From an optimization exercise on the open Yosys and OpenROAD flow, aimed at small area; shortcuts taken in it are not production practice.
In this exercise RTL edits were held to simulation tests only and were not proved equivalent to the original.
Power figures rest on the tool's default switching activity, not on a simulated workload.

Design rv_core, start of the top module:
module rv_core (
  input  logic               clk,
  input  logic               reset,
  output rv_core_pkg::word_t imem_req_addr_o,
  output logic               imem_req_val_o,
  input  logic               imem_req_rdy_i,
  input  rv_core_pkg::word_t imem_resp_data_i,
  input  logic               imem_resp_val_i,
  output logic               imem_resp_rdy_o,
  input  rv_core_pkg::word_t mngr2proc_msg_i,
  input  logic               mngr2proc_val_i,
  output logic               mngr2proc_rdy_o,
  output rv_core_pkg::word_t proc2mngr_msg_o,
  output logic               proc2mngr_val_o,
  input  logic               proc2mngr_rdy_i
);
Settings: LEC_CHECK=0, CAP_MARGIN=20, CORE_MARGIN=2, CORE_UTILIZATION=60, PLACE_DENSITY=0.75, SLEW_MARGIN=20, SYNTH_HIERARCHICAL=1; clock period 10.0 ns.
standard.sh (not shown) runs the stock make flow with config.mk's settings and CLKGATE_MAP_FILE= SYNTH_SCRIPT=/design/flow/synth_recipe.tcl, a recipe that flattens the netlist after the stock synthesis.
==> flow/flow/run.sh <==
#!/bin/bash
# Own layout flow: the standard ORFS layout (standard.sh, unchanged
# synthesis), with two changes:
#  - ports are buffered with the smallest buffer (buf_1) instead of the
#    default pick;
#  - the clock tree uses clkbuf_8 buffers with larger sink clusters and no
#    dummy loads.
# Each tool's full output goes to a log file in the work folder.
set -euo pipefail

export BUFFER_PORTS_ARGS="-buffer_cell sky130_fd_sc_hd__buf_1"
export CTS_ARGS="-sink_clustering_enable -repair_clock_nets -dont_use_dummy_load -buf_list sky130_fd_sc_hd__clkbuf_8 -sink_clustering_size 20 -sink_clustering_max_diameter 60"

bash standard.sh > standard_flow.log 2>&1
The starting point went through all stages and came out clean.
Then changed:
==> flow/flow/run.sh (replaced) <==
#!/bin/bash
# Own layout flow: the standard ORFS layout (standard.sh) with these
# changes:
#  - synthesis is the standard flow's script (synth_recipe.tcl, run unchanged) except that
#    the one ABC call that maps the combinational logic uses an area-oriented
#    script (flow/abc_area_map.tcl); registers are mapped as before;
#  - ports are buffered with the smallest buffer (buf_1);
#  - the clock tree uses clkbuf_8 buffers with larger sink clusters and no
#    dummy loads.
# Each tool's full output goes to a log file in the work folder (ORFS writes
# its per-step logs under orfs/logs).
set -euo pipefail

work=$(pwd)

export BUFFER_PORTS_ARGS="-buffer_cell sky130_fd_sc_hd__buf_1"
export CTS_ARGS="-sink_clustering_enable -repair_clock_nets -dont_use_dummy_load -buf_list sky130_fd_sc_hd__clkbuf_8 -sink_clustering_size 20 -sink_clustering_max_diameter 60"

# Synthesis script: the ABC override, then the standard flow's own script
{
  cat "$work/flow/abc_area_map.tcl"
  printf 'source %s\n' "$work/synth_recipe.tcl"
} > "$work/synth_area.tcl"

if grep -q 'SYNTH_SCRIPT=' standard.sh; then
  sed -E "s#SYNTH_SCRIPT=[^ ]+#SYNTH_SCRIPT=$work/synth_area.tcl#" standard.sh > standard_area.sh
else
  cp standard.sh standard_area.sh
fi

bash standard_area.sh > standard_flow.log 2>&1
==> flow/flow/abc_area_map.tcl (new file) <==
# Area-oriented combinational mapping. ORFS's synth.tcl maps the logic with
# one "abc ... -constr ..." call; that call is replaced by an ABC run with an
# area script (choice computation, then area-only mapping). Every other abc
# call is passed through unchanged.
proc abc {args} {
  if {[lsearch $args -constr] >= 0} {
    set lib [lindex $args [expr {[lsearch $args -liberty] + 1}]]
    set dont_use {}
    foreach c $::env(DONT_USE_CELLS) {
      lappend dont_use -dont_use $c
    }
    yosys abc -liberty $lib {*}$dont_use -script "+strash;dch;map,-a;topo"
  } else {
    yosys abc {*}$args
  }
}
- The new run finished with timing, DRC and antenna clean
- synthesized area went down by 2.1%
- sequential share of layout area rises by 1.5 points
- power came out higher by 53%
- via count climbs by 5.1%
- final cell count came out higher by 4.9%
- utilization increases by 0.40 points
- wire length drops by 1.9%
- die area went down by 2.0%
- worst setup slack is better by 160 ps
- final area shrinks by 1.8%
Then changed:
--- a/flow/flow/run.sh
+++ b/flow/flow/run.sh
@@ -8,4 +7,0 @@
-#  - the clock tree uses clkbuf_8 buffers with larger sink clusters and no
-#    dummy loads.
-# Each tool's full output goes to a log file in the work folder (ORFS writes
-# its per-step logs under orfs/logs).
@@ -14,0 +11 @@
+results="$work/orfs/results/sky130hd/rv_core/base"
@@ -17 +14,3 @@
-export CTS_ARGS="-sink_clustering_enable -repair_clock_nets -dont_use_dummy_load -buf_list sky130_fd_sc_hd__clkbuf_8 -sink_clustering_size 20 -sink_clustering_max_diameter 60"
+cts_args() {
+  echo "-sink_clustering_enable -repair_clock_nets -dont_use_dummy_load -buf_list sky130_fd_sc_hd__clkbuf_8 -sink_clustering_size $1 -sink_clustering_max_diameter 60"
+}
@@ -31 +30,10 @@
-bash standard_area.sh > standard_flow.log 2>&1
+CTS_ARGS=$(cts_args 22) bash standard_area.sh > standard_flow.log 2>&1
+
+slew=$(RESULTS="$results" openroad -no_init -exit "$work/flow/clock_slew.tcl" 2> clock_slew_err.log \
+         | tee clock_slew.log | awk '/^CLOCK_SLEW/ {print $2}' || true)
+echo "largest clock-pin slew: ${slew:-unknown} ns" >> clock_slew.log
+if [[ -z "$slew" ]] || awk -v s="$slew" 'BEGIN {exit !(s > 0.124)}'; then
+  mv orfs orfs_try1
+  rm -f out/final.def
+  CTS_ARGS=$(cts_args 20) bash standard_area.sh > standard_flow2.log 2>&1
+fi
==> flow/flow/clock_slew.tcl (new file) <==
# Prints the largest flip-flop clock-pin slew (ns) of the final layout, with
# its extracted parasitics. Reads the results folder from RESULTS.
set plat $::env(FLOW_HOME)/platforms/sky130hd
read_lef $plat/lef/sky130_fd_sc_hd.tlef
read_lef $plat/lef/sky130_fd_sc_hd_merged.lef
read_liberty $plat/lib/sky130_fd_sc_hd__tt_025C_1v80.lib
read_db $::env(RESULTS)/6_final.odb
read_sdc $::env(RESULTS)/6_final.sdc
read_spef $::env(RESULTS)/6_final.spef
set_propagated_clock [all_clocks]
set worst 0
foreach pin [get_pins -hierarchical */CLK] {
  set s [get_property $pin slew_max]
  if {$s > $worst} {
    set worst $s
  }
}
puts "CLOCK_SLEW $worst"
Outcome: The new run ran to the end with no violations; cell area stays flat; die area is unchanged; sequential power stays flat.

[separate check: timing with driven ports]
How much do the figures lean on ideal ports? The routed layouts below were timed once more, with nothing changed but the port constraints. Step 1 sets driving cells, clkbuf_16 on the clock port and buf_2 on the other inputs (assumed; they add their load-dependent delay and slew). Step 2 adds t to the input delays and takes it off the output delays; t is the mean of the earliest and latest rising clock arrival at the registers after step 1. Input paths then give back, and output paths get back, about the clock's delay inside the block. a / b / c = no drivers / after step 1 / after step 2; a / b = the first two.
| run | shift t [ns] | setup slack, ns | hold WS [ns] | worst slew at a driven data input, ns |
|---|---|---|---|---|
| the first run | 0.663 | 3.245 / 3.271 / 2.607 | 0.290 / 0.290 / 0.290 | 0.08 |
| the second run | 0.686 | 3.410 / 3.420 / 2.745 | 0.269 / 0.269 / 0.269 | 0.08 |
| the third run | 0.691 | 3.391 / 3.411 / 2.724 | 0.270 / 0.270 / 0.270 | 0.08 |
After both steps every run listed still meets setup and hold. For the third run, which loses most, drivers alone change the setup slack by +0.020 ns; drivers and shift together by -0.667 ns.
